This is an optimization exercise on Yosys and OpenROAD, whose aim is small area, not a production implementation. RTL that was checked went through simulation tests only; none was proved equivalent to the original. Only the layout flow was run in runs 2 and 3; the RTL was not checked for function there. In run 7 the design's own scripts or RTL, not TritonCTS, make the clock network. The flow treats the clock pin as an ideal source. Dropping or thinning the clock tree relies on that and would not hold on a real chip. Power is estimated from default activity; no workload was simulated.

### flow/flow/run.sh
#!/bin/bash
# Standard synthesis, then the combinational logic re-mapped by ABC for area with a few scripts
# (flow/*.abc), keeping the smallest result; registers stay exactly as the standard synthesis
# made them. Then the standard layout with plain buf_1 port buffers. Each tool's output goes to
# its own log in this folder.
set -euo pipefail
W=$PWD
R=$W/orfs/results/sky130hd/clock_ctrl/base
EXTRA=("BUFFER_PORTS_ARGS=-buffer_cell sky130_fd_sc_hd__buf_1")
LIB=$FLOW_HOME/platforms/sky130hd/lib/sky130_fd_sc_hd__tt_025C_1v80.lib

bash standard.sh "${EXTRA[@]}" "$R/1_2_yosys.v" > standard_synth.log 2>&1
cp "$R/1_2_yosys.v" "$W/synth_standard.v"

SEQ=$(grep -oE 'sky130_fd_sc_hd__(e?s?df|dl)[a-z0-9_]+' "$W/synth_standard.v" | sort -u | tr '\n' ' ')
for S in "$W"/flow/*.abc; do
  N=$(basename "$S" .abc)
  cat > "$W/resynth_$N.ys" <<EOF
read_liberty -ignore_miss_func $LIB
read_verilog $W/synth_standard.v
hierarchy -top $FLOW_TOP
setattr -mod -set keep_hierarchy 1 $SEQ
flatten
opt_clean -purge
abc -liberty $LIB -dont_use *lpflow* -dont_use *probe* -script $S
opt_clean -purge
hilomap -singleton -hicell sky130_fd_sc_hd__conb_1 HI -locell sky130_fd_sc_hd__conb_1 LO
insbuf -buf sky130_fd_sc_hd__buf_4 A X
opt_clean -purge
select $FLOW_TOP
tee -o $W/resynth_$N.stat stat -liberty $LIB
write_verilog -selected -noattr -nohex -nodec $W/synth_$N.v
EOF
  yosys -s "$W/resynth_$N.ys" > "resynth_$N.log" 2>&1 &
done
wait
BEST=""; BESTA=""
for S in "$W"/flow/*.abc; do
  N=$(basename "$S" .abc)
  A=$(grep -m1 "Chip area for module" "$W/resynth_$N.stat" | awk '{print $NF}' || true)
  echo "$N $A" >> resynth_areas.log
  if [[ -n "$A" && -s "$W/synth_$N.v" ]]; then
    if [[ -z "$BESTA" ]] || awk "BEGIN{exit !($A < $BESTA)}"; then BEST=$N; BESTA=$A; fi
  fi
done
echo "best $BEST $BESTA" >> resynth_areas.log
cp "$W/synth_$BEST.v" "$R/1_2_yosys.v"

bash standard.sh "${EXTRA[@]}" finish > standard_flow.log 2>&1
### flow/flow/a.abc
strash
&get -n
&st
&dch
&nf -R 1000
&put
topo
stime -c
### flow/flow/b.abc
strash
&get -n
&st
&deepsyn -T 60
&dch
&nf -R 1000
&put
topo
stime -c
### flow/flow/c.abc
strash
&get -n
&st
&deepsyn -T 60 -S 7
&dch
&nf -R 1000
&put
topo
stime -c
### flow/flow/d.abc
strash
&get -n
&st
&deepsyn -T 60 -S 3
&dch -f
&nf -R 1000 -a
&put
topo
stime -c
### flow/standard.sh
#!/bin/bash
# synth_recipe.tcl (not shown) runs the flow's synth.tcl, then flattens the netlist and writes it again
# the make line also repeats each setting of config.mk as NAME=value (left out here)
make -C /OpenROAD-flow-scripts/flow DESIGN_CONFIG=/design/flow/config.mk WORK_HOME=/design/flow/orfs CLKGATE_MAP_FILE= SYNTH_SCRIPT=/design/flow/synth_recipe.tcl "${@:-finish}"
### flow/config.mk
export PLATFORM = sky130hd
export DESIGN_NAME = clock_ctrl
export DESIGN_NICKNAME = clock_ctrl
export VERILOG_FILES = /design/flow/design.v
export SDC_FILE = /design/flow/constraint.sdc
export NUM_CORES = 4
export LEC_CHECK = 0
export CAP_MARGIN = 20
export CORE_MARGIN = 2
export CORE_UTILIZATION = 40
export CTS_BUF_LIST = sky130_fd_sc_hd__clkbuf_8
export SLEW_MARGIN = 20
### flow/constraint.sdc
create_clock -name core_clock -period 6.0 [get_ports {clock}]
set_input_delay 1.2000 -clock core_clock [delete_from_list [all_inputs] [get_ports {clock}]]
set_output_delay 1.2000 -clock core_clock [all_outputs]
set_load 0.01 [all_outputs]
### flow/design.v
`timescale 1ns/1ps
`default_nettype none
package dps_pkg;
  localparam int NUM_DPS   = 4;   
  localparam int NUM_SENSE = 7;   
  localparam int PHASE_W         = 8;      
  localparam int STEP_W          = 11;     
  localparam int STEPS_PER_CYCLE = 1400;   
  localparam int PHASE_PER_CYCLE = 256;    
  typedef logic [PHASE_W-1:0] vme_phase_t;   
  typedef logic [STEP_W-1:0]  fine_step_t;   
  typedef enum logic [2:0] {
    ST_WAIT_MAIN = 3'd0,   
    ST_WAIT_DPS  = 3'd1,   
    ST_IDLE      = 3'd2,   
    ST_STEP      = 3'd3,   
    ST_WAIT_DONE = 3'd4,   
    ST_UNFIRE    = 3'd5    
  } dps_state_t;
  function automatic fine_step_t phase_to_step(input vme_phase_t phase);
    logic signed [31:0] scaled;
    scaled = $signed({24'd0, phase}) * STEPS_PER_CYCLE + PHASE_PER_CYCLE / 2;   
    scaled = scaled / PHASE_PER_CYCLE;                                          
    phase_to_step = scaled[STEP_W-1:0];
  endfunction
endpackage
`default_nettype wire
`timescale 1ns/1ps
`default_nettype none
module reset_lock_ctrl (
  input  logic clock,
  input  logic rst_n,
  input  logic lock_main,             
  input  logic global_reset_en,       
  output logic global_reset,          
  output logic clock_lock_lost_err,   
  output logic run_en                 
);
  logic startup_done;   
  logic first_lock;     
  assign first_lock = lock_main | startup_done;
  always_ff @(posedge clock or negedge rst_n) begin
    if (!rst_n) begin
      startup_done <= 1'b0;   
      global_reset <= 1'b1;   
    end else begin
      startup_done <= first_lock;                                      
      global_reset <= !first_lock || (!lock_main && global_reset_en);   
    end
  end
  assign clock_lock_lost_err = !global_reset && !lock_main;
  assign run_en = lock_main && !global_reset;   
endmodule
`default_nettype wire
`timescale 1ns/1ps
`default_nettype none
module phase_step_map (
  input  logic                                             clock,
  input  logic                                             rst_n,
  input  logic [dps_pkg::NUM_DPS-1:0]                      busy,        
  input  logic [dps_pkg::NUM_DPS*dps_pkg::PHASE_W-1:0]     dps_phase,   
  output logic [dps_pkg::NUM_DPS*dps_pkg::PHASE_W-1:0]     target       
);
  genvar ch;
  generate
    for (ch = 0; ch < dps_pkg::NUM_DPS; ch++) begin : g_chan
      always_ff @(posedge clock) begin
        if (!busy[ch]) begin
          target[ch*dps_pkg::PHASE_W +: dps_pkg::PHASE_W] <= dps_phase[ch*dps_pkg::PHASE_W +: dps_pkg::PHASE_W];
        end
      end
    end
  endgenerate
endmodule
`default_nettype wire
`timescale 1ns/1ps
`default_nettype none
module phaser (
  input  logic                 clock,
  input  logic                 rst_n,
  input  logic                 run_en,     
  input  logic                 dps_lock,   
  input  logic                 psdone,     
  input  logic                 fire,       
  input  logic                 clear,      
  input  dps_pkg::vme_phase_t  target,     
  output logic                 busy,       
  output logic                 psen,       
  output logic                 psincdec,   
  output logic [2:0]           sm_vec      
);
  logic [2:0] state;
  logic [7:0] idx;    
  logic [2:0] off;    
  logic go_up;
  logic arrived;
  logic off_zero;
  logic gap5;         
  logic gap5_prev;    
  logic [4:0] im1;
  logic wrap;         
  logic [7:0] tog;    
  logic [2:0] off_up;
  logic [2:0] off_dn;
  assign gap5      = ~(idx[0] ^ (idx[4] & (|idx[3:0])));
  assign im1       = idx[4:0] - 5'd1;
  assign gap5_prev = ~(im1[0] ^ (im1[4] & (|im1[3:0])));
  assign off_zero = ~(|off);
  logic [8:0] cu;
  logic [8:0] cd;
  always_comb begin
    cu[0] = 1'b0;
    cd[0] = ~off_zero;
    for (int b = 0; b < 8; b++) begin
      cu[b+1] = (target[b] & ~idx[b]) | (cu[b] & (target[b] | ~idx[b]));
      cd[b+1] = (idx[b] & ~target[b]) | (cd[b] & (idx[b] | ~target[b]));
    end
  end
  assign go_up    = cu[8];
  assign arrived  = ~cu[8] & ~cd[8];
  assign off_up = (off == 3'b110 && gap5) ? 3'b000 : {off[1:0], ~off[2]};
  assign off_dn = off_zero ? {1'b1, gap5_prev, 1'b0} : {~off[0], off[2:1]};
  assign wrap = go_up ? ((off == 3'b100) || (off == 3'b110 && gap5)) : off_zero;
  always_comb begin
    tog[0] = 1'b1;
    for (int b = 1; b < 8; b++) begin
      tog[b] = tog[b-1] & (idx[b-1] == go_up);
    end
  end
  assign busy   = state[2] | (state[1] & state[0]);
  assign sm_vec = state;
  always_ff @(posedge clock or negedge rst_n) begin
    if (!rst_n) begin
      state    <= dps_pkg::ST_WAIT_MAIN;
      idx      <= '0;
      off      <= '0;
      psen     <= 1'b0;
      psincdec <= 1'b0;
    end else begin
      psen <= 1'b0;
      if (!run_en) begin
        state <= dps_pkg::ST_WAIT_MAIN;
      end else if (clear) begin
        state <= dps_pkg::ST_WAIT_DPS;
        idx   <= '0;
        off   <= '0;
      end else begin
        case (state)
          dps_pkg::ST_WAIT_MAIN: state <= dps_pkg::ST_WAIT_DPS;
          dps_pkg::ST_WAIT_DPS:  if (dps_lock) state <= dps_pkg::ST_IDLE;
          dps_pkg::ST_IDLE:      if (fire) state <= dps_pkg::ST_STEP;
          dps_pkg::ST_STEP: begin
            if (arrived) begin
              state <= dps_pkg::ST_UNFIRE;
            end else begin
              psen     <= 1'b1;
              psincdec <= go_up;
              state    <= dps_pkg::ST_WAIT_DONE;
              off      <= go_up ? off_up : off_dn;
              if (wrap) begin
                idx <= idx ^ tog;
              end
            end
          end
          dps_pkg::ST_WAIT_DONE: if (psdone) state <= dps_pkg::ST_STEP;
          dps_pkg::ST_UNFIRE:    if (!fire) state <= dps_pkg::ST_IDLE;
          default:               state <= dps_pkg::ST_WAIT_MAIN;
        endcase
      end
    end
  end
endmodule
`default_nettype wire
`timescale 1ns/1ps
`default_nettype none
module clock_sense (
  input  logic                          clock,
  input  logic                          rst_n,
  input  logic [dps_pkg::NUM_SENSE-1:0] sense_in,   
  output logic [dps_pkg::NUM_SENSE-1:0] sense_ok    
);
  logic [dps_pkg::NUM_SENSE-1:0] rise_q;   
  logic [dps_pkg::NUM_SENSE-1:0] fall_q;   
  always_ff @(posedge clock or negedge rst_n) begin
    if (!rst_n) begin
      rise_q <= '0;
    end else begin
      rise_q <= sense_in;
    end
  end
  always_ff @(negedge clock or negedge rst_n) begin
    if (!rst_n) begin
      fall_q <= '0;
    end else begin
      fall_q <= sense_in;
    end
  end
  assign sense_ok = rise_q ^ fall_q;
endmodule
`default_nettype wire
`timescale 1ns/1ps
`default_nettype none
module clock_ctrl (
  input  logic        clock,
  input  logic        rst_n,
  input  logic        lock_main,             
  input  logic        global_reset_en,       
  input  logic [3:0]  dps_fire,              
  input  logic [3:0]  dps_reset,             
  input  logic [3:0]  dps_lock,              
  input  logic [3:0]  psdone,                
  input  logic [31:0] dps_phase,             
  input  logic [6:0]  clock_sense_in,        
  output logic        global_reset,
  output logic        clock_lock_lost_err,
  output logic [3:0]  dps_busy,              
  output logic [3:0]  psen,                  
  output logic [3:0]  psincdec,              
  output logic [11:0] dps_sm_vec,            
  output logic [6:0]  clock_sense_ok         
);
  logic                        run_en;   
  logic [dps_pkg::NUM_DPS*dps_pkg::PHASE_W-1:0]  target;   
  reset_lock_ctrl u_reset_lock_ctrl (
    .clock               (clock),
    .rst_n               (rst_n),
    .lock_main           (lock_main),
    .global_reset_en     (global_reset_en),
    .global_reset        (global_reset),
    .clock_lock_lost_err (clock_lock_lost_err),
    .run_en              (run_en)
  );
  phase_step_map u_phase_step_map (
    .clock     (clock),
    .rst_n     (rst_n),
    .busy      (dps_busy),
    .dps_phase (dps_phase),
    .target    (target)
  );
  genvar i;
  generate
    for (i = 0; i < dps_pkg::NUM_DPS; i++) begin : g_dps
      phaser u_phaser (
        .clock    (clock),
        .rst_n    (rst_n),
        .run_en   (run_en),
        .dps_lock (dps_lock[i]),
        .psdone   (psdone[i]),
        .fire     (dps_fire[i]),
        .clear    (dps_reset[i]),
        .target   (target[i*dps_pkg::PHASE_W +: dps_pkg::PHASE_W]),
        .busy     (dps_busy[i]),
        .psen     (psen[i]),
        .psincdec (psincdec[i]),
        .sm_vec   (dps_sm_vec[i*3 +: 3])
      );
    end
  endgenerate
  clock_sense u_clock_sense (
    .clock    (clock),
    .rst_n    (rst_n),
    .sense_in (clock_sense_in),
    .sense_ok (clock_sense_ok)
  );
endmodule
`default_nettype wire
==> flow_metrics.py, run 1 <==
metrics = {
    "status": {
        "outcome": "timing/DRC/antenna clean",
    },
    "global_routing": {
        "grt_use_met2_pct": 26.0,
        "grt_pass1_vias": 4102,
        "busiest_layer": "met2",
        "antenna_found_initial": 0,
        "grtUsageMet1_pct": 22.2,
        "grt_pass1_wl_mm": 19.0,
        "grt_start_max_net_pins": 46,
        "grt_usage_pct": 16.5,
        "grt_overflow": 0,
        "grt_util_met3_pct": 3.07,
    },
    "cells_and_area": {
        "area_delta_synth_final_pct": 11.6,
        "drive_gt1_share_pct": 3.16,
        "n_antenna_cell": 0,
        "nets": 687,
    },
    "clock_tree": {
        "cts_htree_levels": 3,
        "cts-root-buf": "clkbuf_8",
        "post_cts_buffers": 0,
        "cts_tree": "done",
        "cts_buffers": 9,
        "hold_buffers": 0,
        "clockBufferDepth": 2,
        "cts_sinks": 112,
        "insertion_delay_ns": 0.40,
        "clkSlewWorstSetupHoldPaths_ns": 0.10,
        "post_cts_resize_count": 0,
    },
    "routing": {
        "drtAntennaViolNets": 0,
        "wl_per_cell_um": 13.8,
        "route.detailed.drc": 0,
        "drt-initial-drc-count": 256,
        "vias_per_cell": 5.30,
        "first_pass_iters": 5,
        "num_vias": 4290,
        "wl_mm": 11.2,
    },
    "setup_path": {
        "startpoint_type": "flop",
        "endpoint_kind": "output port",
        "critPathRequiredTime_ns": 4.80,
        "rr_worst_depth": 17,
        "r2r_start": "g_dps[1].u_phaser.idx[0]",
        "r2r_slack_ns": 2.14,
        "crit_fanout": 1,
        "path_cells": "xor2_1 -> buf_1",
        "crit_type": "flop to output port",
        "r2r-end": "g_dps[1].u_phaser.idx[6]",
        "cp_slowest_cell": "dfrtn_1",
        "arrival_ns": 4.12,
        "slowest_delay_ns": 0.41,
    },
    "placed_design": {
        "place.gp.congestion": 0.816,
        "io_buffers": 91,
        "dp_hpwl_mm": 8.33,
    },
    "sta": {
        "relSlewSlack_pct": 51.8,
        "setup-tns-final_ns": 0,
        "finalSetupViolations": 0,
        "finalMaxSlewViolations": 0,
        "timing_hold_violations_final": 0,
        "rsz0062_at_grt": "no",
        "worst_pin_slew_ns": 0.718,
        "finClkSkew_ns": 0.0137,
    },
    "yosys": {
        "postSynthCellCount": 544,
        "netlist_area_um2": 5400,
        "syn-num-nets": 603,
        "avgSynthCellArea_um2": 9.93,
        "yosys_warnings": 4,
    },
    "hold_path": {
        "holdPathEnd": "u_reset_lock_ctrl.global_reset",
        "worstHoldStart": "u_reset_lock_ctrl.startup_done",
        "min_path_type": "flop to flop",
        "hold-path-cell-count": 1,
    },
    "power": {
        "p_leak_nw": 2.38,
        "swShare_pct": 26.0,
        "clkPwrFrac_pct": 32.5,
        "p_int_mw": 1.02,
        "ir_drop_v": 0.000131,
        "comb_power_share_pct": 7.0,
        "seqPwrFrac_pct": 60.4,
        "p_total_mw": 1.38,
        "switchingPower_mw": 0.360,
        "power_density_nw_per_um2": 230,
    },
    "die": {
        "fp.dieW_um": 120,
        "ios": 92,
        "fp-row-count": 42,
        "coreArea_um2": 13200,
        "die_y_um": 120,
        "die-area_um2": 14400,
        "initial_utilization_pct": 41.0,
    },
    "flow_run": {
        "cap_viol_max_count": 0,
    },
}
[power groups by stage]
stage	registers, mW	logic (mW)	clock network, mW
after floorplan	0.846	0.0614	0
after global placement	0.852	0.0964	0
after detailed placement	0.853	0.0981	0
after CTS	0.837	0.0988	0.468
after global routing	0.841	0.111	0.499
final	0.837	0.0974	0.451
[placed cells by master (no fill, tap or decap), types with 3 or more instances in the layout]
cell	instances
a22o_1	3
o21a_1	4
nand4_1	3
a22oi_1	6
o221ai_1	9
a2bb2oi_1	5
nand3_1	17
nor3_1	15
dfrtn_1	7
nor2b_1	5
or3_1	10
and2_0	3
or4_1	4
o22ai_1	11
or2_0	4
a21o_1	5
nor4_1	3
buf_1	90
clkinv_1	52
nand2b_1	11
nor2_1	40
edfxtp_1	32
o211ai_1	3
a21oi_1	36
xnor2_1	13
dfrtp_1	72
clkbuf_8	10
nand2_1	62
mux2i_1	4
o31ai_1	5
a31oi_1	5
o21ai_0	33
xor2_1	14
[how the worst max path moves through the flow]
stage / endpoint / from / cells after the start
2_1_floorplan: clock_sense_ok[0] / u_clock_sense.fall_q[0] / 1
3_3_place_gp: clock_sense_ok[6] / u_clock_sense.fall_q[6] / 2
3_5_place_dp: clock_sense_ok[2] / u_clock_sense.fall_q[2] / 2
4_1_cts: clock_sense_ok[2] / u_clock_sense.fall_q[2] / 2
5_1_grt: clock_sense_ok[0] / u_clock_sense.fall_q[0] / 2
6_report: clock_sense_ok[2] / u_clock_sense.fall_q[2] / 2
[critical path: cells and delay by family (launching register included)]
kind                   cells  cell delay, ns
XOR/XNOR                   1            0.17
buffers and inverters      1            0.17
flip-flops                 1            0.41
[flip-flops by register name, summed over array words and instances, names as in the netlist]
name / flops
g_dps.u_phaser.psincdec: 4
g_dps.u_phaser.idx: 32
g_dps.u_phaser.state: 12
u_reset_lock_ctrl.global_reset: 1
g_dps.u_phaser.psen: 4
g_dps.u_phaser.off: 12
u_phase_step_map.target: 32
u_clock_sense.fall_q: 7
u_reset_lock_ctrl.startup_done: 1
u_clock_sense.rise_q: 7
[per-stage QoR]
| stage | util (%) | cells | worst slack, ns | cell area (um^2) | hold slack (ns) |
|---|---|---|---|---|---|
| after CTS | 45.7 | 809 | 0.656 | 6030 | 0.410 |
| after global placement | 44.2 | 793 | 1.11 | 5830 | 0.387 |
| final | 45.7 | 809 | 0.679 | 6030 | 0.407 |
| after floorplan | - | 544 | 1.19 | 5400 | 0.372 |
| after detailed placement | 44.2 | 793 | 1.09 | 5830 | 0.396 |
| after global routing | 45.7 | 809 | 0.636 | 6030 | 0.424 |
[layer usage]
layer | vias to the layer above | part of all wire (%)
met2 | 91 | 46
met5 | - | 0
met3 | 17 | 3.6
li1 | 2112 | -
met4 | 0 | 2.1
met1 | 2070 | 48
[area by class of cell]
type,count,area [um^2]
multi-input cells,360,2090
well taps,176,220
clock inverters,6,57.6
fillers,1281,7160
flip-flops and latches,112,2960
repair buffers,93,360
clock buffers,10,138
inverters,52,195
==> run 2: changes to the inputs <==
--- a/flow/design.v
+++ b/flow/design.v
@@ -147,7 +147,7 @@
       end else begin
-        case (state)
-          dps_pkg::ST_WAIT_MAIN: state <= dps_pkg::ST_WAIT_DPS;
-          dps_pkg::ST_WAIT_DPS:  if (dps_lock) state <= dps_pkg::ST_IDLE;
-          dps_pkg::ST_IDLE:      if (fire) state <= dps_pkg::ST_STEP;
-          dps_pkg::ST_STEP: begin
+        casez (state)
+          3'b000: state <= dps_pkg::ST_WAIT_DPS;
+          3'b001: if (dps_lock) state <= dps_pkg::ST_IDLE;
+          3'b010: if (fire) state <= dps_pkg::ST_STEP;
+          3'b011: begin
             if (arrived) begin
@@ -164,5 +164,4 @@
           end
-          dps_pkg::ST_WAIT_DONE: if (psdone) state <= dps_pkg::ST_STEP;
-          dps_pkg::ST_UNFIRE:    if (!fire) state <= dps_pkg::ST_IDLE;
-          default:               state <= dps_pkg::ST_WAIT_MAIN;
+          3'b1?0: if (psdone) state <= dps_pkg::ST_STEP;
+          3'b1?1: if (!fire) state <= dps_pkg::ST_IDLE;
         endcase
--- a/flow/flow/run.sh
+++ b/flow/flow/run.sh
@@ -9,2 +9,6 @@
 EXTRA=("BUFFER_PORTS_ARGS=-buffer_cell sky130_fd_sc_hd__buf_1")
+# Extra make settings, one VAR=value per line
+if [[ -f "$W/flow/make_args.txt" ]]; then
+  while IFS= read -r line; do [[ -n "$line" ]] && EXTRA+=("$line"); done < "$W/flow/make_args.txt"
+fi
 LIB=$FLOW_HOME/platforms/sky130hd/lib/sky130_fd_sc_hd__tt_025C_1v80.lib
==> flow/flow/e.abc (new file) <==
strash
&get -n
&st
&deepsyn -T 100 -S 5
&dch -f
&nf -R 1000
&st
&deepsyn -T 60 -S 3
&dch
&nf -R 1000
&put
topo
stime -c
==> flow/flow/make_args.txt (new file) <==
CTS_ARGS=-sink_clustering_enable -repair_clock_nets -sink_clustering_size 20 -sink_clustering_max_diameter 60 -buf_list sky130_fd_sc_hd__clkbuf_8
removed: flow/flow/a.abc
==> run 2 against run 1 <==
  * Register-to-register slack got worse by 0.05 ns
  * Routed wire length is 2.7% lower
  * Combinational power rose by 21%
  * Non-clock buffer count is 2 higher
  * Critical endpoint is now clock_sense_ok[5]
==> flow_metrics.py, run 2 <==
metrics = {
    "status": {
        "outcome": "timing/DRC/antenna clean",
    },
    "sta": {
        "timing_hold_violations_final": 0,
        "worst_pin_slew_ns": 0.941,
        "setup-tns-final_ns": 0,
        "rsz0062_at_grt": "no",
        "finalMaxSlewViolations": 0,
        "finClkSkew_ns": 0.0184,
        "relSlewSlack_pct": 37.3,
        "finalSetupViolations": 0,
        "worst_slack_ns": 0.709,
    },
    "yosys": {
        "avgSynthCellArea_um2": 10.1,
        "netlist_area_um2": 5370,
        "postSynthCellCount": 533,
        "syn-num-nets": 592,
        "yosys_warnings": 4,
    },
    "hold_path": {
        "hold-path-cell-count": 1,
        "holdPathEnd": "u_reset_lock_ctrl.global_reset",
        "min_path_type": "flop to flop",
        "worstHoldStart": "u_reset_lock_ctrl.startup_done",
    },
    "setup_path": {
        "crit_family": "flip-flops",
        "r2r_slack_ns": 2.09,
        "path_cells": "xor2_1 -> buf_1",
        "slowest_delay_ns": 0.43,
        "crit_type": "flop to output port",
        "crit_fanout": 1,
        "startpoint_type": "flop",
        "crit_buf_inv": 1,
        "cp_slowest_cell": "dfrtn_1",
        "r2r-end": "g_dps[2].u_phaser.idx[7]",
        "r2r_start": "g_dps[2].u_phaser.idx[6]",
        "endpoint_kind": "output port",
        "rr_worst_depth": 14,
        "arrival_ns": 4.09,
        "critPathRequiredTime_ns": 4.80,
    },
    "flow_run": {
        "cap_viol_max_count": 0,
    },
    "placed_design": {
        "io_buffers": 91,
        "placed_area_um2": 5820,
        "place.gp.congestion": 0.828,
        "dpl_worst_slack_ns": 1.10,
        "dp_hpwl_mm": 8.12,
    },
    "global_routing": {
        "grt_pass1_wl_mm": 18.4,
        "grt_usage_pct": 15.9,
        "grt_overflow": 0,
        "grt_start_max_net_pins": 44,
        "antenna_found_initial": 0,
        "grt_pass1_vias": 4177,
    },
    "routing": {
        "route.detailed.drc": 0,
        "wl_per_cell_um": 13.6,
        "first_pass_iters": 4,
        "num_vias": 4142,
        "drt-initial-drc-count": 215,
        "wl_mm": 10.9,
        "vias_per_cell": 5.18,
        "drtAntennaViolNets": 0,
    },
    "cells_and_area": {
        "multiInputGateArea_um2": 2080,
        "reg_top3": "g_dps.u_phaser.idx (32), u_phase_step_map.target (32)",
        "most-common-layout-cells": "90 x buf_1, 72 x dfrtp_1, 46 x clkinv_1",
        "nets": 678,
        "ff_latch_area_um2": 2960,
        "final_common_cell": "buf_1",
        "finalInstanceArea_um2": 6000,
        "area_delta_synth_final_pct": 11.8,
        "n_antenna_cell": 0,
        "drive_gt1_share_pct": 3.53,
        "fill_cells": 1277,
    },
    "clock_tree": {
        "cts_tree": "done",
        "hold_buffers": 0,
        "cts_buffers": 9,
        "post_cts_resize_count": 0,
        "cts-root-buf": "clkbuf_8",
        "post_cts_buffers": 0,
        "clockBufferDepth": 2,
        "cts_sinks": 112,
        "clkSlewWorstSetupHoldPaths_ns": 0.10,
        "cts_htree_levels": 3,
        "insertion_delay_ns": 0.40,
    },
    "die": {
        "ios": 92,
        "coreArea_um2": 13200,
        "die_y_um": 120,
        "fp.dieW_um": 120,
        "die-area_um2": 14400,
        "initial_utilization_pct": 40.7,
        "fp-row-count": 42,
    },
    "power": {
        "p_leak_nw": 2.39,
        "p_total_mw": 1.40,
        "ir_drop_v": 0.000159,
        "power_density_nw_per_um2": 234,
    },
}
## run 2: layer usage
metal	vias up	wire length (um)	GRT usage [%]
li1	2086	-	-
met1	1975	4960	19.3
met2	69	5340	27.8
met3	12	404	4.13
met4	0	148	4.93
met5	-	0	0
## run 2: worst max path at each step
| stage | to | cells past startpoint | slack [ns] | startpoint |
|---|---|---|---|---|
| floorplan | clock_sense_ok[0] | 1 | 1.19 | u_clock_sense.fall_q[0] |
| global placement | clock_sense_ok[4] | 2 | 1.12 | u_clock_sense.fall_q[4] |
| detailed placement | clock_sense_ok[5] | 2 | 1.10 | u_clock_sense.fall_q[5] |
| CTS | clock_sense_ok[5] | 2 | 0.69 | u_clock_sense.fall_q[5] |
| global route | clock_sense_ok[2] | 2 | 0.64 | u_clock_sense.fall_q[2] |
| finish | clock_sense_ok[5] | 2 | 0.71 | u_clock_sense.fall_q[5] |
## run 2: power breakdown
| group | total, mW | switching, mW | internal (mW) |
|---|---|---|---|
| registers | 0.844 | 0.0239 | 0.820 |
| logic | 0.118 | 0.0727 | 0.0458 |
| clock network | 0.440 | 0.271 | 0.169 |
| total | 1.40 | 0.368 | 1.03 |
## run 2: per-stage QoR
step	hold slack, ns	utilization [%]	cells
3_5_place_dp	0.419	44.1	784
5_1_grt	0.447	45.5	800
4_1_cts	0.422	45.5	800
6_report	0.417	45.5	800
2_1_floorplan	0.372	-	533
3_3_place_gp	0.383	44.1	784
## run 2: cell type report
cell class                      instances  area share, %
Tap cell                              176           3.67
Clock inverter                          6          0.813
Inverter                               46           2.88
Clock buffer                           10           2.29
Multi-Input combinational cell        355           34.7
Sequential cell                       112           49.4
Timing Repair Buffer                   95           6.25
==> run 3: changes to the inputs <==
==> flow/flow/make_args.txt (replaced) <==
CTS_ARGS=-sink_clustering_enable -repair_clock_nets -sink_clustering_size 30 -sink_clustering_max_diameter 80 -buf_list sky130_fd_sc_hd__clkbuf_16
==> run 3 against run 2 <==
  * Cell area is 1.5% higher
  * Critical path depth stayed put
  * Utilization is 0.69 points higher
  * Sequential power hardly changed
  * Count of clock-buffer cells in the layout is 1 lower
  * Largest cell class unchanged
  * Routed wire length is 0.25% higher
  * Setup slack better by 0.021 ns
  * Sequential share of layout area is 0.74 points lower
==> flow_metrics.py, run 3 <==
metrics = {
    "hold_path": {
        "min_path_type": "flop to flop",
        "hold-path-cell-count": 1,
        "worstHoldStart": "u_reset_lock_ctrl.startup_done",
        "holdPathEnd": "u_reset_lock_ctrl.global_reset",
    },
    "clock_tree": {
        "cts-root-buf": "clkbuf_16",
        "post_cts_buffers": 0,
        "insertion_delay_ns": 0.36,
        "cts_tree": "done",
        "cts_htree_levels": 3,
        "cts_buffers": 9,
        "clkSlewWorstSetupHoldPaths_ns": 0.07,
        "cts_sinks": 112,
        "hold_buffers": 0,
        "clockBufferDepth": 2,
        "post_cts_resize_count": 0,
    },
    "placed_design": {
        "dpl_worst_slack_ns": 1.10,
        "place.gp.congestion": 0.828,
        "io_buffers": 91,
        "dp_hpwl_mm": 8.12,
    },
    "global_routing": {
        "grt_pass1_wl_mm": 18.5,
        "grt_overflow": 0,
        "grt_start_max_net_pins": 44,
        "grt_usage_pct": 15.9,
        "antenna_found_initial": 0,
        "grt_pass1_vias": 4191,
    },
    "sta": {
        "timing_hold_violations_final": 0,
        "rsz0062_at_grt": "no",
        "finClkSkew_ns": 0.0136,
        "finalMaxSlewViolations": 0,
        "worst_slack_ns": 0.730,
        "finalSetupViolations": 0,
        "setup-tns-final_ns": 0,
        "worst_pin_slew_ns": 0.938,
        "relSlewSlack_pct": 37.4,
    },
    "flow_run": {
        "cap_viol_max_count": 0,
    },
    "die": {
        "die-area_um2": 14400,
        "initial_utilization_pct": 40.7,
        "die_y_um": 120,
        "fp.dieW_um": 120,
        "fp-row-count": 42,
        "ios": 92,
        "coreArea_um2": 13200,
    },
    "routing": {
        "wl_per_cell_um": 13.6,
        "wl_mm": 10.9,
        "wl_met1_mm": 5.00,
        "vias_per_cell": 5.15,
        "dr_wl_met2_mm": 5.37,
        "first_pass_iters": 4,
        "route.detailed.drc": 0,
        "top_layer": "met4",
        "drtAntennaViolNets": 0,
        "drt-initial-drc-count": 252,
        "num_vias": 4123,
        "dr_wl_met3_um": 366,
    },
    "cells_and_area": {
        "final_common_cell": "buf_1",
        "area_delta_synth_final_pct": 13.5,
        "drive_gt1_share_pct": 3.53,
        "fill_cells": 1269,
        "most-common-layout-cells": "90 x buf_1, 72 x dfrtp_1, 46 x clkinv_1",
        "reg_top3": "g_dps.u_phaser.idx (32), u_phase_step_map.target (32)",
        "nets": 678,
        "n_antenna_cell": 0,
    },
    "yosys": {
        "postSynthCellCount": 533,
        "netlist_area_um2": 5370,
        "yosys_warnings": 4,
        "syn-num-nets": 592,
        "avgSynthCellArea_um2": 10.1,
    },
    "setup_path": {
        "r2r_slack_ns": 2.10,
        "arrival_ns": 4.07,
        "endpoint_kind": "output port",
        "rr_worst_depth": 14,
        "slowest_delay_ns": 0.42,
        "crit_fanout": 1,
        "cp_slowest_cell": "dfrtn_1",
        "r2r-end": "g_dps[2].u_phaser.idx[7]",
        "path_cells": "xor2_1 -> buf_1",
        "crit_type": "flop to output port",
        "critPathRequiredTime_ns": 4.80,
        "r2r_start": "g_dps[2].u_phaser.idx[6]",
        "startpoint_type": "flop",
    },
    "power": {
        "p_total_mw": 1.54,
        "power_density_nw_per_um2": 252,
        "ir_drop_v": 0.000160,
        "p_leak_nw": 2.43,
    },
    "status": {
        "outcome": "timing/DRC/antenna clean",
    },
}
-- run 3: cell types whose count changed in the layout (fill, tap and decap cells not counted), sizes merged --
| cell | before | now |
|---|---|---|
| clkbuf | 11 | 10 |
| inv | 4 | 5 |
-- run 3: layer usage --
layer	global-route usage (%)	vias up
met4	5.51	0
met3	3.71	11
met5	0	-
met1	19.3	1962
met2	27.8	63
li1	-	2087
-- run 3: where the power goes --
group	switching, mW	internal, mW
Sequential	0.0238	0.820
Clock	0.288	0.287
Combinational	0.0727	0.0458
Total	0.384	1.15
-- run 3: cell type report --
cell class	instances	area, um^2	area share [%]
clock buffer	9	225	3.70
timing repair buffer	95	375	6.16
sequential	112	2960	48.6
multi-input combinational	355	2080	34.2
clock inverter	7	52.6	0.862
inverter	46	173	2.83
tap	176	220	3.61
-- run 3: through the flow --
| step | std cells | hold WS [ns] | util (%) | area, um^2 |
|---|---|---|---|---|
| after floorplan | 533 | 0.372 | - | 5370 |
| after global placement | 784 | 0.383 | 44.1 | 5820 |
| after detailed placement | 784 | 0.419 | 44.1 | 5820 |
| after CTS | 800 | 0.420 | 46.2 | 6090 |
| after global routing | 800 | 0.445 | 46.2 | 6090 |
| final | 800 | 0.415 | 46.2 | 6090 |
-- run 3: worst max path at each step --
stage | from | slack [ns] | cells past startpoint | to
after floorplan | u_clock_sense.fall_q[0] | 1.19 | 1 | clock_sense_ok[0]
after global placement | u_clock_sense.fall_q[4] | 1.12 | 2 | clock_sense_ok[4]
after detailed placement | u_clock_sense.fall_q[5] | 1.10 | 2 | clock_sense_ok[5]
after CTS | u_clock_sense.fall_q[5] | 0.71 | 2 | clock_sense_ok[5]
after global routing | u_clock_sense.fall_q[2] | 0.66 | 2 | clock_sense_ok[2]
final | u_clock_sense.fall_q[5] | 0.73 | 2 | clock_sense_ok[5]
-- run 3: worst max-delay path: cells and delay by family, from the launching register on --
kind      cells  cell delay (ns)
flops         1             0.42
buf+inv       1             0.16
xor+xnor      1             0.13
==> run 4: changes to the inputs <==
--- a/flow/design.v
+++ b/flow/design.v
@@ -130,3 +130,4 @@
   assign busy   = state[2] | (state[1] & state[0]);
-  assign sm_vec = state;
+  assign psen   = state[2] & state[1];
+  assign sm_vec = {state[2], state[1] & ~state[2], state[0]};
   always_ff @(posedge clock or negedge rst_n) begin
@@ -136,6 +137,4 @@
       off      <= '0;
-      psen     <= 1'b0;
       psincdec <= 1'b0;
     end else begin
-      psen <= 1'b0;
       if (!run_en) begin
@@ -155,5 +154,4 @@
             end else begin
-              psen     <= 1'b1;
               psincdec <= go_up;
-              state    <= dps_pkg::ST_WAIT_DONE;
+              state    <= 3'd6;   
               off      <= go_up ? off_up : off_dn;
@@ -164,3 +162,3 @@
           end
-          3'b1?0: if (psdone) state <= dps_pkg::ST_STEP;
+          3'b1?0: state <= psdone ? dps_pkg::ST_STEP : dps_pkg::ST_WAIT_DONE;
           3'b1?1: if (!fire) state <= dps_pkg::ST_IDLE;
==> flow/flow/f.abc (new file) <==
strash
&get -n
&st
&deepsyn -T 60 -S 7
&dch
&nf -R 1000
&put
mfs3 -a
&get -n
&st
&dch
&nf -R 1000
&put
topo
stime -c
removed: flow/flow/b.abc
removed: flow/flow/c.abc
removed: flow/flow/make_args.txt
==> run 4 against run 3 <==
  * Highest routed layer unchanged
  * Utilization grew 0.57 points
  * Global-route usage grew 0.14 points
  * Largest cell class unchanged
  * Count of clock-buffer cells in the layout unchanged
  * Area after synthesis is 2.1% lower
  * Die area fell by 2.0%
  * Non-clock buffer count is 1 lower
  * Hold slack worse by 0.0090 ns
  * Critical path depth stayed put
==> flow_metrics.py, run 4 <==
metrics = {
    "sta": {
        "finalSetupViolations": 0,
        "timing.hold.ws_ns": 0.406,
        "timing_hold_violations_final": 0,
        "finClkSkew_ns": 0.00814,
        "rsz0062_at_grt": "no",
        "relSlewSlack_pct": 47.5,
        "setup-tns-final_ns": 0,
        "worst_pin_slew_ns": 0.788,
        "finalMaxSlewViolations": 0,
    },
    "clock_tree": {
        "cts_htree_levels": 3,
        "hold_buffers": 0,
        "clockBufferDepth": 2,
        "clkSlewWorstSetupHoldPaths_ns": 0.10,
        "post_cts_resize_count": 0,
        "cts_sinks": 108,
        "cts-root-buf": "clkbuf_8",
        "cts_buffers": 9,
        "insertion_delay_ns": 0.38,
        "post_cts_buffers": 0,
        "cts_tree": "done",
    },
    "placed_design": {
        "place.gp.congestion": 0.838,
        "dp_hpwl_mm": 8.13,
        "io_buffers": 91,
    },
    "routing": {
        "drt-initial-drc-count": 253,
        "vias_per_cell": 5.31,
        "first_pass_iters": 5,
        "num_vias": 4237,
        "wl_per_cell_um": 13.7,
        "route.detailed.drc": 0,
        "wl_mm": 10.9,
        "drtAntennaViolNets": 0,
    },
    "yosys": {
        "yosys_warnings": 4,
        "avgSynthCellArea_um2": 9.96,
        "syn-num-nets": 587,
        "netlist_area_um2": 5260,
        "postSynthCellCount": 528,
    },
    "power": {
        "p_leak_nw": 2.36,
        "power_density_nw_per_um2": 231,
        "ir_drop_v": 0.000103,
    },
    "global_routing": {
        "grt_start_max_net_pins": 59,
        "antenna_found_initial": 0,
        "grt_pass1_wl_mm": 18.6,
        "grt_overflow": 0,
        "grt_pass1_vias": 4041,
        "grt_usage_pct": 16.0,
    },
    "cells_and_area": {
        "nets": 680,
        "fill_cells": 1267,
        "final_common_cell": "buf_1",
        "area_delta_synth_final_pct": 13.2,
        "reg_top3": "g_dps.u_phaser.idx (32), u_phase_step_map.target (32)",
        "most-common-layout-cells": "90 x buf_1, 68 x dfrtp_1, 52 x clkinv_1",
        "n_antenna_cell": 0,
        "drive_gt1_share_pct": 3.35,
    },
    "flow_run": {
        "cap_viol_max_count": 0,
    },
    "setup_path": {
        "rr_worst_depth": 16,
        "startpoint_type": "flop",
        "crit_fanout": 1,
        "crit_family": "flip-flops",
        "endpoint_kind": "output port",
        "crit_buf_inv": 1,
        "slowest_delay_ns": 0.41,
        "cp_slowest_cell": "dfrtn_1",
        "crit_type": "flop to output port",
        "cp.depth": 2,
        "path_cells": "xor2_1 -> buf_1",
        "arrival_ns": 4.07,
        "critPathRequiredTime_ns": 4.80,
    },
    "die": {
        "die_y_um": 119,
        "fp.dieW_um": 119,
        "die-area_um2": 14100,
        "coreArea_um2": 12700,
        "fp-row-count": 41,
        "initial_utilization_pct": 41.3,
        "ios": 92,
    },
    "status": {
        "outcome": "timing/DRC/antenna clean",
    },
    "hold_path": {
        "hold-path-cell-count": 1,
        "min_path_type": "flop to flop",
    },
}
==> run 4: cell type report <==
class,instances,area (um^2),share of cell area (%)
Sequential cell,108,2860,48.1
Multi-Input combinational cell,356,2110,35.4
Timing Repair Buffer,94,368,6.18
Tap cell,172,215,3.62
Inverter,52,195,3.28
Clock buffer,9,124,2.08
Clock inverter,7,75.1,1.26
==> run 4: per-stage QoR <==
step	power (mW)	util, %	std cells	worst slack, ns	cell area [um^2]
4_1_cts	1.39	46.8	798	0.708	5950
5_1_grt	1.44	46.8	798	0.662	5950
3_3_place_gp	0.937	45.2	782	1.13	5750
6_report	1.37	46.8	798	0.731	5950
2_1_floorplan	0.891	-	528	1.19	5260
3_5_place_dp	0.939	45.2	782	1.11	5750
==> run 4: worst paths after layout <==
kind	endpoint	start	slack [ns]
max	clock_sense_ok[5]	u_clock_sense.fall_q[5]	0.73
min	u_reset_lock_ctrl.global_reset	u_reset_lock_ctrl.startup_done	0.41
max reg2reg	g_dps[2].u_phaser.idx[7]	g_dps[2].u_phaser.idx[4]	1.94
min reg2reg	u_reset_lock_ctrl.global_reset	u_reset_lock_ctrl.startup_done	0.41
max in group asynchronous	u_clock_sense.fall_q[4]	rst_n	2.14
min in group asynchronous	u_clock_sense.rise_q[0]	rst_n	0.70
==> run 4: worst register-to-register path, delay by kind of cell, from the launching register on <==
family          cells  cell delay, ns
compound gates     11            2.43
flops               1            0.45
simple gates        3            0.79
buf+inv             1            0.11
mux                 1            0.20
==> run 4: power breakdown <==
part | switching [mW] | leakage (nW) | internal, mW | total (mW)
clock | 0.254 | 0.105 | 0.196 | 0.451
sequential | 0.0228 | 1.34 | 0.789 | 0.812
combinational | 0.0678 | 0.909 | 0.0427 | 0.111
total | 0.345 | 2.36 | 1.03 | 1.37
==> run 4: per-layer routing <==
metal	up-vias	wire (um)	GRT usage (%)
li1	2101	-	-
met1	2030	5080	20.9
met2	90	5160	25.9
met3	16	441	3.23
met4	0	217	6.92
met5	-	0	0
==> run 5: changes to the inputs <==
--- a/flow/flow/run.sh
+++ b/flow/flow/run.sh
@@ -27,2 +27,3 @@
 flatten
+blackbox $SEQ
 opt_clean -purge
==> flow/flow/make_args.txt (new file) <==
CTS_ARGS=-sink_clustering_enable -repair_clock_nets -dont_use_dummy_load -buf_list sky130_fd_sc_hd__clkbuf_8
==> run 5 against run 4 <==
  * Synthesized cell count unchanged
  * Hold slack is essentially flat
  * Largest cell class unchanged
  * Clock power is 22% lower
  * Sequential cell count stayed put
  * Non-clock buffer count unchanged
==> flow_metrics.py, run 5 <==
metrics = {
    "setup_path": {
        "arrival_ns": 4.08,
        "crit_type": "flop to output port",
        "r2r_start": "g_dps[2].u_phaser.idx[4]",
        "endpoint_kind": "output port",
        "r2r-end": "g_dps[2].u_phaser.idx[7]",
        "critPathRequiredTime_ns": 4.80,
        "r2r_slack_ns": 1.95,
        "startpoint_type": "flop",
        "rr_worst_depth": 16,
        "crit_fanout": 1,
    },
    "die": {
        "ios": 92,
        "fp.dieW_um": 119,
        "die_y_um": 119,
        "initial_utilization_pct": 41.3,
        "die-area_um2": 14100,
        "fp-row-count": 41,
        "coreArea_um2": 12700,
    },
    "global_routing": {
        "grt_usage_pct": 16.0,
        "grt_overflow": 0,
        "grt_pass1_wl_mm": 18.5,
        "grt_pass1_vias": 4017,
        "grt_start_max_net_pins": 59,
        "antenna_found_initial": 0,
    },
    "routing": {
        "vias_per_cell": 5.34,
        "wl_mm": 10.9,
        "drt-initial-drc-count": 297,
        "drtAntennaViolNets": 0,
        "route.detailed.drc": 0,
        "num_vias": 4220,
        "first_pass_iters": 4,
        "wl_per_cell_um": 13.7,
    },
    "power": {
        "comb_power_share_pct": 8.7,
        "swShare_pct": 24.1,
        "clkPwrFrac_pct": 27.6,
        "switchingPower_mw": 0.307,
        "seqPwrFrac_pct": 63.8,
        "p_int_mw": 0.967,
        "power_density_nw_per_um2": 217,
        "ir_drop_v": 0.0000984,
        "p_leak_nw": 2.32,
    },
    "sta": {
        "worst_pin_slew_ns": 0.792,
        "setup-tns-final_ns": 0,
        "worst_slack_ns": 0.723,
        "rsz0062_at_grt": "no",
        "finalMaxSlewViolations": 0,
        "finalSetupViolations": 0,
        "relSlewSlack_pct": 47.2,
        "finClkSkew_ns": 0.0237,
        "timing_hold_violations_final": 0,
    },
    "cells_and_area": {
        "final_cells": 791,
        "area_delta_synth_final_pct": 11.7,
        "drive_gt1_share_pct": 2.26,
        "finalInstanceArea_um2": 5880,
        "final_common_cell": "buf_1",
        "most-common-layout-cells": "90 x buf_1, 68 x dfrtp_1, 52 x clkinv_1",
        "nets": 680,
        "final_util_pct": 46.2,
        "reg_top3": "g_dps.u_phaser.idx (32), u_phase_step_map.target (32)",
        "n_antenna_cell": 0,
    },
    "placed_design": {
        "place.gp.congestion": 0.838,
        "dpl_worst_slack_ns": 1.11,
        "dp_hpwl_mm": 8.13,
        "placed_area_um2": 5750,
        "io_buffers": 91,
        "dp_cells": 782,
    },
    "clock_tree": {
        "cts_sinks": 108,
        "clockBufferDepth": 2,
        "insertion_delay_ns": 0.38,
        "post_cts_buffers": 0,
        "hold_buffers": 0,
        "cts_tree": "done",
        "clkSlewWorstSetupHoldPaths_ns": 0.09,
        "cts_htree_levels": 3,
        "cts-root-buf": "clkbuf_8",
        "cts_buffers": 9,
        "post_cts_resize_count": 0,
    },
    "yosys": {
        "avgSynthCellArea_um2": 9.96,
        "netlist_area_um2": 5260,
        "yosys_warnings": 4,
        "syn-num-nets": 587,
        "postSynthCellCount": 528,
    },
    "flow_run": {
        "cap_viol_max_count": 0,
    },
    "hold_path": {
        "worstHoldStart": "u_reset_lock_ctrl.startup_done",
        "hold-path-cell-count": 1,
        "holdPathEnd": "u_reset_lock_ctrl.global_reset",
        "min_path_type": "flop to flop",
    },
    "status": {
        "outcome": "timing/DRC/antenna clean",
    },
}
## run 5: layout make-up
type,count,area (um^2)
Fill cell,1271,6850
Timing Repair Buffer,94,368
Tap cell,172,215
Sequential cell,108,2860
Clock buffer,9,124
Multi-Input combinational cell,356,2110
Inverter,52,195
## run 5: how the worst max path moves through the flow
stage	start	endpoint	slack [ns]	cells after the start
3_5_place_dp	u_clock_sense.fall_q[5]	clock_sense_ok[5]	1.11	2
6_report	u_clock_sense.fall_q[5]	clock_sense_ok[5]	0.72	2
4_1_cts	u_clock_sense.fall_q[4]	clock_sense_ok[4]	0.71	2
2_1_floorplan	u_clock_sense.fall_q[0]	clock_sense_ok[0]	1.19	1
3_3_place_gp	u_clock_sense.fall_q[1]	clock_sense_ok[1]	1.13	2
5_1_grt	u_clock_sense.fall_q[2]	clock_sense_ok[2]	0.66	2
## run 5: metal layers
layer | track usage [%] | vias up | routed length (um) | part of all wire [%]
met3 | 3.23 | 16 | 456 | 4.2
li1 | - | 2090 | - | -
met1 | 20.9 | 2020 | 5030 | 46
met4 | 7.07 | 0 | 226 | 2.1
met5 | 0 | - | 0 | 0
met2 | 25.8 | 94 | 5160 | 47
## run 5: critical path: stages (launching register included)
cell     delay [ns]
dfrtn_1        0.41
xor2_1         0.14
buf_1          0.17
## run 5: stage by stage
stage                     power, mW  hold WS, ns
after CTS                      1.30        0.408
after global placement        0.937        0.385
final                          1.27        0.405
after detailed placement      0.939        0.394
after floorplan               0.891        0.372
after global routing           1.34        0.456
## run 5: power groups by stage
stage                     clock network, mW  registers [mW]  logic [mW]
after floorplan                           0           0.821      0.0697
after global placement                    0           0.826       0.111
after detailed placement                  0           0.827       0.112
after CTS                             0.371           0.812       0.112
after global routing                  0.399           0.817       0.125
final                                 0.351           0.812       0.110
==> run 6: changes to the inputs <==
--- a/flow/config.mk
+++ b/flow/config.mk
@@ -9,3 +9,3 @@
 export CORE_MARGIN = 2
-export CORE_UTILIZATION = 40
+export CORE_UTILIZATION = 65
 export CTS_BUF_LIST = sky130_fd_sc_hd__clkbuf_8
==> run 6 against run 5 <==
  * Cell area decreased by 1.5%
  * Critical endpoint is now clock_sense_ok[6]
  * Clock power shrank 2%
  * Clock skew decreased by 0.0057 ns
  * Hold slack better by 0.0026 ns
  * Largest power group unchanged
==> flow_metrics.py, run 6 <==
metrics = {
    "cells_and_area": {
        "reg_top3": "g_dps.u_phaser.idx (32), u_phase_step_map.target (32)",
        "most-common-layout-cells": "90 x buf_1, 68 x dfrtp_1, 52 x clkinv_1",
        "area_delta_synth_final_pct": 10.1,
        "drive_gt1_share_pct": 2.26,
        "final_common_cell": "buf_1",
        "final_util_pct": 74.5,
        "n_antenna_cell": 0,
        "nets": 680,
    },
    "placed_design": {
        "place.gp.congestion": 0.861,
        "dp_hpwl_mm": 8.07,
        "io_buffers": 91,
        "dpl_worst_slack_ns": 1.09,
    },
    "setup_path": {
        "crit_fanout": 1,
        "crit_type": "flop to output port",
        "arrival_ns": 4.06,
        "crit_buf_inv": 1,
        "path_cells": "xor2_1 -> buf_1",
        "slowest_delay_ns": 0.40,
        "startpoint_type": "flop",
        "cp_slowest_cell": "dfrtn_1",
        "endpoint_kind": "output port",
        "crit_family": "flip-flops",
        "critPathRequiredTime_ns": 4.80,
    },
    "clock_tree": {
        "cts_htree_levels": 3,
        "hold_buffers": 0,
        "clkSlewWorstSetupHoldPaths_ns": 0.10,
        "insertion_delay_ns": 0.36,
        "post_cts_buffers": 0,
        "post_cts_resize_count": 0,
        "cts_buffers": 9,
        "cts_tree": "done",
        "cts-root-buf": "clkbuf_8",
        "clockBufferDepth": 2,
        "cts_sinks": 108,
    },
    "routing": {
        "vias_per_cell": 5.89,
        "drt-initial-drc-count": 202,
        "num_vias": 4248,
        "wl_mm": 10.7,
        "drtAntennaViolNets": 0,
        "route.detailed.drc": 0,
        "first_pass_iters": 7,
        "wl_per_cell_um": 14.8,
    },
    "power": {
        "p_total_mw": 1.27,
        "power_density_nw_per_um2": 219,
        "p_leak_nw": 2.32,
        "ir_drop_v": 0.000135,
    },
    "sta": {
        "setup-tns-final_ns": 0,
        "worst_slack_ns": 0.739,
        "rsz0062_at_grt": "no",
        "finalMaxSlewViolations": 0,
        "relSlewSlack_pct": 43.7,
        "worst_pin_slew_ns": 0.844,
        "finalSetupViolations": 0,
        "finClkSkew_ns": 0.0180,
        "timing_hold_violations_final": 0,
    },
    "yosys": {
        "postSynthCellCount": 528,
        "netlist_area_um2": 5260,
        "syn-num-nets": 587,
        "avgSynthCellArea_um2": 9.96,
        "yosys_warnings": 4,
    },
    "global_routing": {
        "grt_use_met2_pct": 43.8,
        "grtUsageMet1_pct": 34.2,
        "grt_util_met3_pct": 5.54,
        "grt_usage_pct": 25.8,
        "grt_pass1_vias": 4057,
        "grt_pass1_wl_mm": 18.0,
        "grt_overflow": 0,
        "grt_start_max_net_pins": 33,
        "antenna_found_initial": 0,
        "busiest_layer": "met2",
    },
    "die": {
        "coreArea_um2": 7770,
        "initial_utilization_pct": 67.7,
        "fp.dieW_um": 93.9,
        "die_y_um": 93.9,
        "die-area_um2": 8830,
        "ios": 92,
        "fp-row-count": 32,
    },
    "status": {
        "outcome": "timing/DRC/antenna clean",
    },
    "hold_path": {
        "min_path_type": "flop to flop",
    },
    "flow_run": {
        "cap_viol_max_count": 0,
    },
}
==> run 6: area by class of cell <==
cell class / count / area [um^2]
inverters: 52 / 195
clock buffers: 9 / 124
flip-flops and latches: 108 / 2860
fillers: 563 / 1980
multi-input cells: 356 / 2110
well taps: 102 / 128
repair buffers: 94 / 368
==> run 6: worst paths after layout <==
kind	cells after the start	from	slack (ns)	endpoint
max in group asynchronous	1	rst_n	2.04	u_clock_sense.fall_q[2]
min	1	u_reset_lock_ctrl.startup_done	0.41	u_reset_lock_ctrl.global_reset
min in group asynchronous	1	rst_n	0.76	u_clock_sense.rise_q[6]
min reg2reg	1	u_reset_lock_ctrl.startup_done	0.41	u_reset_lock_ctrl.global_reset
max reg2reg	16	g_dps[2].u_phaser.idx[4]	1.73	g_dps[2].u_phaser.idx[7]
max	2	u_clock_sense.fall_q[6]	0.74	clock_sense_ok[6]
==> run 6: through the flow <==
stage | cell area [um^2] | hold slack, ns | cells
after global placement | 5660 | 0.384 | 712
final | 5790 | 0.408 | 721
after global routing | 5790 | 0.427 | 721
after CTS | 5790 | 0.409 | 721
after detailed placement | 5660 | 0.398 | 712
after floorplan | 5260 | 0.372 | 528
==> run 6: worst register-to-register path, stage by stage (launching register included) <==
cell and delay, ns:
dfrtp_1 0.45, clkinv_1 0.12, o22ai_1 0.21, a221oi_1 0.10
a222oi_1 0.34, a21oi_1 0.12, a221oi_1 0.28, or2_0 0.35
o21ai_0 0.17, a211oi_1 0.43, and3_1 0.26, mux2_1 0.21
a21boi_0 0.40, o21ai_0 0.29, nor2_1 0.21, o21ai_0 0.10
a21oi_1 0.15
==> run 6: per-layer routing <==
metal | vias up | share of wire (%)
met5 | - | 0
met4 | 0 | 1.3
met3 | 19 | 5.5
met2 | 134 | 49
met1 | 2006 | 44
li1 | 2089 | -
==> run 6: power by group <==
part | switching, mW | internal, mW | total, mW
clock network | 0.209 | 0.135 | 0.344
logic | 0.0690 | 0.0426 | 0.112
registers | 0.0225 | 0.789 | 0.812
total | 0.300 | 0.967 | 1.27
==> run 7: changes to the inputs <==
--- a/flow/flow/run.sh
+++ b/flow/flow/run.sh
@@ -8,3 +8,6 @@
 R=$W/orfs/results/sky130hd/clock_ctrl/base
-EXTRA=("BUFFER_PORTS_ARGS=-buffer_cell sky130_fd_sc_hd__buf_1")
+EXTRA=("BUFFER_PORTS_ARGS=-buffer_cell sky130_fd_sc_hd__buf_1"
+       "PRE_CTS_TCL=$W/flow/manual_cts.tcl"
+       "MANUAL_CTS_BUF=sky130_fd_sc_hd__clkbuf_16"
+       "MANUAL_CTS_LEAVES=4")
 # Extra make settings, one VAR=value per line
==> flow/flow/manual_cts.tcl (new file) <==
# Clock tree built directly: the clock port drives a few leaf buffers, each placed at the
# centre of a cluster of flip-flops and driving that cluster's clock pins. Every flip-flop
# sits behind exactly one buffer. Replaces clock_tree_synthesis for this small design.
proc clock_tree_synthesis { args } {
  set db [ord::get_db]
  set block [ord::get_db_block]
  set nleaf [expr { [info exists ::env(MANUAL_CTS_LEAVES)] ? $::env(MANUAL_CTS_LEAVES) : 4 }]
  set bufname [expr { [info exists ::env(MANUAL_CTS_BUF)] ? $::env(MANUAL_CTS_BUF) : "sky130_fd_sc_hd__clkbuf_8" }]
  set master [$db findMaster $bufname]
  set clk_port [$block findBTerm clock]
  set clk_net [$clk_port getNet]
  set sinks {}
  set xs {}
  set ys {}
  foreach it [$clk_net getITerms] {
    set inst [$it getInst]
    set bb [$inst getBBox]
    lappend sinks $it
    lappend xs [expr { ([$bb xMin] + [$bb xMax]) / 2.0 }]
    lappend ys [expr { ([$bb yMin] + [$bb yMax]) / 2.0 }]
  }
  set n [llength $sinks]
  # Balanced k-means: seed centres by sorting on angle around the centroid, then iterate
  set cx 0.0; set cy 0.0
  foreach x $xs y $ys { set cx [expr { $cx + $x }]; set cy [expr { $cy + $y }] }
  set cx [expr { $cx / $n }]; set cy [expr { $cy / $n }]
  set order {}
  for { set i 0 } { $i < $n } { incr i } {
    lappend order [list $i [expr { atan2([lindex $ys $i] - $cy, [lindex $xs $i] - $cx) }]]
  }
  set order [lsort -real -index 1 $order]
  set assign [lrepeat $n 0]
  set per [expr { int(ceil(double($n) / $nleaf)) }]
  set k 0
  foreach o $order {
    lset assign [lindex $o 0] [expr { $k / $per }]
    incr k
  }
  for { set iter 0 } { $iter < 20 } { incr iter } {
    set mx [lrepeat $nleaf 0.0]; set my [lrepeat $nleaf 0.0]; set mc [lrepeat $nleaf 0]
    for { set i 0 } { $i < $n } { incr i } {
      set a [lindex $assign $i]
      lset mx $a [expr { [lindex $mx $a] + [lindex $xs $i] }]
      lset my $a [expr { [lindex $my $a] + [lindex $ys $i] }]
      lset mc $a [expr { [lindex $mc $a] + 1 }]
    }
    for { set a 0 } { $a < $nleaf } { incr a } {
      if { [lindex $mc $a] > 0 } {
        lset mx $a [expr { [lindex $mx $a] / [lindex $mc $a] }]
        lset my $a [expr { [lindex $my $a] / [lindex $mc $a] }]
      }
    }
    # Capacity-limited assignment: nearest centre with room, sinks taken by distance
    set cand {}
    for { set i 0 } { $i < $n } { incr i } {
      for { set a 0 } { $a < $nleaf } { incr a } {
        set d [expr { abs([lindex $xs $i] - [lindex $mx $a]) + abs([lindex $ys $i] - [lindex $my $a]) }]
        lappend cand [list $i $a $d]
      }
    }
    set cand [lsort -real -index 2 $cand]
    set done [lrepeat $n 0]
    set cnt [lrepeat $nleaf 0]
    foreach c $cand {
      lassign $c i a d
      if { [lindex $done $i] || [lindex $cnt $a] >= $per } { continue }
      lset assign $i $a
      lset done $i 1
      lset cnt $a [expr { [lindex $cnt $a] + 1 }]
    }
  }
  for { set a 0 } { $a < $nleaf } { incr a } {
    set inst [odb::dbInst_create $block $master "clkbuf_leaf_$a"]
    set net [odb::dbNet_create $block "clknet_leaf_$a"]
    $net setSigType CLOCK
    [$inst findITerm A] connect $clk_net
    [$inst findITerm X] connect $net
    set w [[$inst getMaster] getWidth]
    set h [[$inst getMaster] getHeight]
    $inst setLocation [expr { int([lindex $mx $a] - $w / 2) }] [expr { int([lindex $my $a] - $h / 2) }]
    $inst setPlacementStatus PLACED
    set leafnet($a) $net
  }
  for { set i 0 } { $i < $n } { incr i } {
    set it [lindex $sinks $i]
    $it disconnect
    $it connect $leafnet([lindex $assign $i])
  }
  $clk_net setSigType CLOCK
  set_propagated_clock [all_clocks]
  puts "manual CTS: $n sinks, $nleaf leaf buffers $bufname, per-leaf [lrepeat 1 $cnt]"
}
--- a/flow/config.mk
+++ b/flow/config.mk
@@ -9,3 +9,3 @@
 export CORE_MARGIN = 2
-export CORE_UTILIZATION = 65
+export CORE_UTILIZATION = 40
 export CTS_BUF_LIST = sky130_fd_sc_hd__clkbuf_8
removed: flow/flow/d.abc
removed: flow/flow/f.abc
removed: flow/flow/make_args.txt
==> run 7 against run 6 <==
  * Global-route usage decreased by 11 points
  * Synthesized cell count did not move
  * Register-to-register slack better by 0.18 ns
  * Sequential cell count unchanged
  * Highest routed layer unchanged
  * Area after synthesis stayed put
  * Setup slack improved by 0.18 ns
  * Cell area rose by 1.1%
==> flow_metrics.py, run 7 <==
metrics = {
    "power": {
        "comb_power_share_pct": 9.0,
        "p_leak_nw": 2.30,
        "ir_drop_v": 0.000128,
        "p_int_mw": 0.956,
        "swShare_pct": 22.3,
        "seqPwrFrac_pct": 66.0,
        "power_density_nw_per_um2": 210,
        "clkPwrFrac_pct": 25.0,
        "switchingPower_mw": 0.275,
    },
    "setup_path": {
        "path_cells": "xor2_1 -> buf_1",
        "crit_buf_inv": 1,
        "slowest_delay_ns": 0.41,
        "worstSetupStartpoint": "u_clock_sense.fall_q[5]",
        "critPathRequiredTime_ns": 4.80,
        "r2r_slack_ns": 1.91,
        "r2r-end": "g_dps[2].u_phaser.idx[7]",
        "cp_slowest_cell": "dfrtn_1",
        "crit_fanout": 1,
        "crit_family": "flip-flops",
        "arrival_ns": 3.88,
        "rr_worst_depth": 16,
        "r2r_start": "g_dps[2].u_phaser.idx[4]",
        "endpoint_kind": "output port",
        "startpoint_type": "flop",
        "crit_type": "flop to output port",
    },
    "sta": {
        "finalMaxSlewViolations": 0,
        "relSlewSlack_pct": 47.5,
        "setup-tns-final_ns": 0,
        "timing_hold_violations_final": 0,
        "timing.hold.ws_ns": 0.405,
        "worst_pin_slew_ns": 0.788,
        "finClkSkew_ns": 0.0125,
        "rsz0062_at_grt": "no",
        "finalSetupViolations": 0,
    },
    "hold_path": {
        "min_path_type": "flop to flop",
        "worstHoldStart": "u_reset_lock_ctrl.startup_done",
        "holdPathEnd": "u_reset_lock_ctrl.global_reset",
        "hold-path-cell-count": 1,
    },
    "cells_and_area": {
        "final_cells": 786,
        "n_antenna_cell": 0,
        "reg_top3": "g_dps.u_phaser.idx (32), u_phase_step_map.target (32)",
        "area_delta_synth_final_pct": 11.3,
        "most-common-layout-cells": "90 x buf_1, 68 x dfrtp_1, 52 x clkinv_1",
        "final_common_cell": "buf_1",
        "finalInstanceArea_um2": 5850,
        "nets": 675,
        "drive_gt1_share_pct": 1.47,
    },
    "clock_tree": {
        "post_cts_resize_count": 0,
        "insertion_delay_ns": 0.17,
        "hold_buffers": 0,
        "post_cts_buffers": 0,
        "clkSlewWorstSetupHoldPaths_ns": 0.10,
    },
    "placed_design": {
        "io_buffers": 91,
        "place.gp.congestion": 0.838,
        "dp_cells": 782,
        "placed_area_um2": 5750,
        "dp_hpwl_mm": 8.13,
    },
    "yosys": {
        "netlist_area_um2": 5260,
        "syn-num-nets": 587,
        "avgSynthCellArea_um2": 9.96,
        "yosys_warnings": 4,
        "postSynthCellCount": 528,
    },
    "die": {
        "ios": 92,
        "fp-row-count": 41,
        "die_y_um": 119,
        "initial_utilization_pct": 41.3,
        "coreArea_um2": 12700,
        "fp.dieW_um": 119,
        "die-area_um2": 14100,
    },
    "routing": {
        "first_pass_iters": 4,
        "drtAntennaViolNets": 0,
        "route.detailed.drc": 0,
        "vias_per_cell": 5.37,
        "num_vias": 4218,
        "wl_mm": 10.8,
        "drt-initial-drc-count": 268,
        "wl_per_cell_um": 13.7,
    },
    "status": {
        "outcome": "timing/DRC/antenna clean",
    },
    "global_routing": {
        "grt_pass1_vias": 3994,
        "grt_usage_pct": 14.9,
        "grt_start_max_net_pins": 59,
        "grt_pass1_wl_mm": 18.3,
        "antenna_found_initial": 0,
        "grt_overflow": 0,
    },
    "flow_run": {
        "cap_viol_max_count": 0,
    },
}
## run 7: changes by cell type in the layout (fill, tap and decap cells not counted)
cell / before / now
clkbuf_8: 9 / 0
clkbuf_16: 0 / 4
## run 7: power groups by stage
stage | logic (mW) | registers, mW | clock network (mW)
after detailed placement | 0.112 | 0.827 | 0
after CTS | 0.112 | 0.812 | 0.319
after global placement | 0.111 | 0.826 | 0
after global routing | 0.125 | 0.818 | 0.345
final | 0.110 | 0.812 | 0.308
after floorplan | 0.0697 | 0.821 | 0
## run 7: final cells by class
type	count	area, um^2
Tap cell	172	215
Sequential cell	108	2860
Timing Repair Buffer	94	368
Multi-Input combinational cell	356	2110
Buffer	4	100
Inverter	52	195
Fill cell	1263	6870
## run 7: worst max path at each step
stage                   endpoint  cells after the start
5_1_grt        clock_sense_ok[2]                      2
3_3_place_gp   clock_sense_ok[1]                      2
3_5_place_dp   clock_sense_ok[5]                      2
6_report       clock_sense_ok[5]                      2
4_1_cts        clock_sense_ok[4]                      2
2_1_floorplan  clock_sense_ok[0]                      1
## run 7: routing by layer
| metal | wire length [um] | vias to the layer above | share of wire, % | GRT usage [%] |
|---|---|---|---|---|
| met5 | 0 | - | 0 | 0 |
| met4 | 117 | 0 | 1.1 | 2.01 |
| met3 | 442 | 9 | 4.1 | 1.40 |
| met2 | 5240 | 93 | 49 | 26.2 |
| met1 | 4980 | 2031 | 46 | 20.4 |
| li1 | - | 2085 | - | - |
## run 7: metrics by stage
step	util, %	worst slack [ns]	power (mW)
finish	46.0	0.922	1.23
global route	46.0	0.863	1.29
CTS	46.0	0.910	1.24
detailed placement	45.2	1.11	0.939
global placement	45.2	1.13	0.937
floorplan	-	1.19	0.891
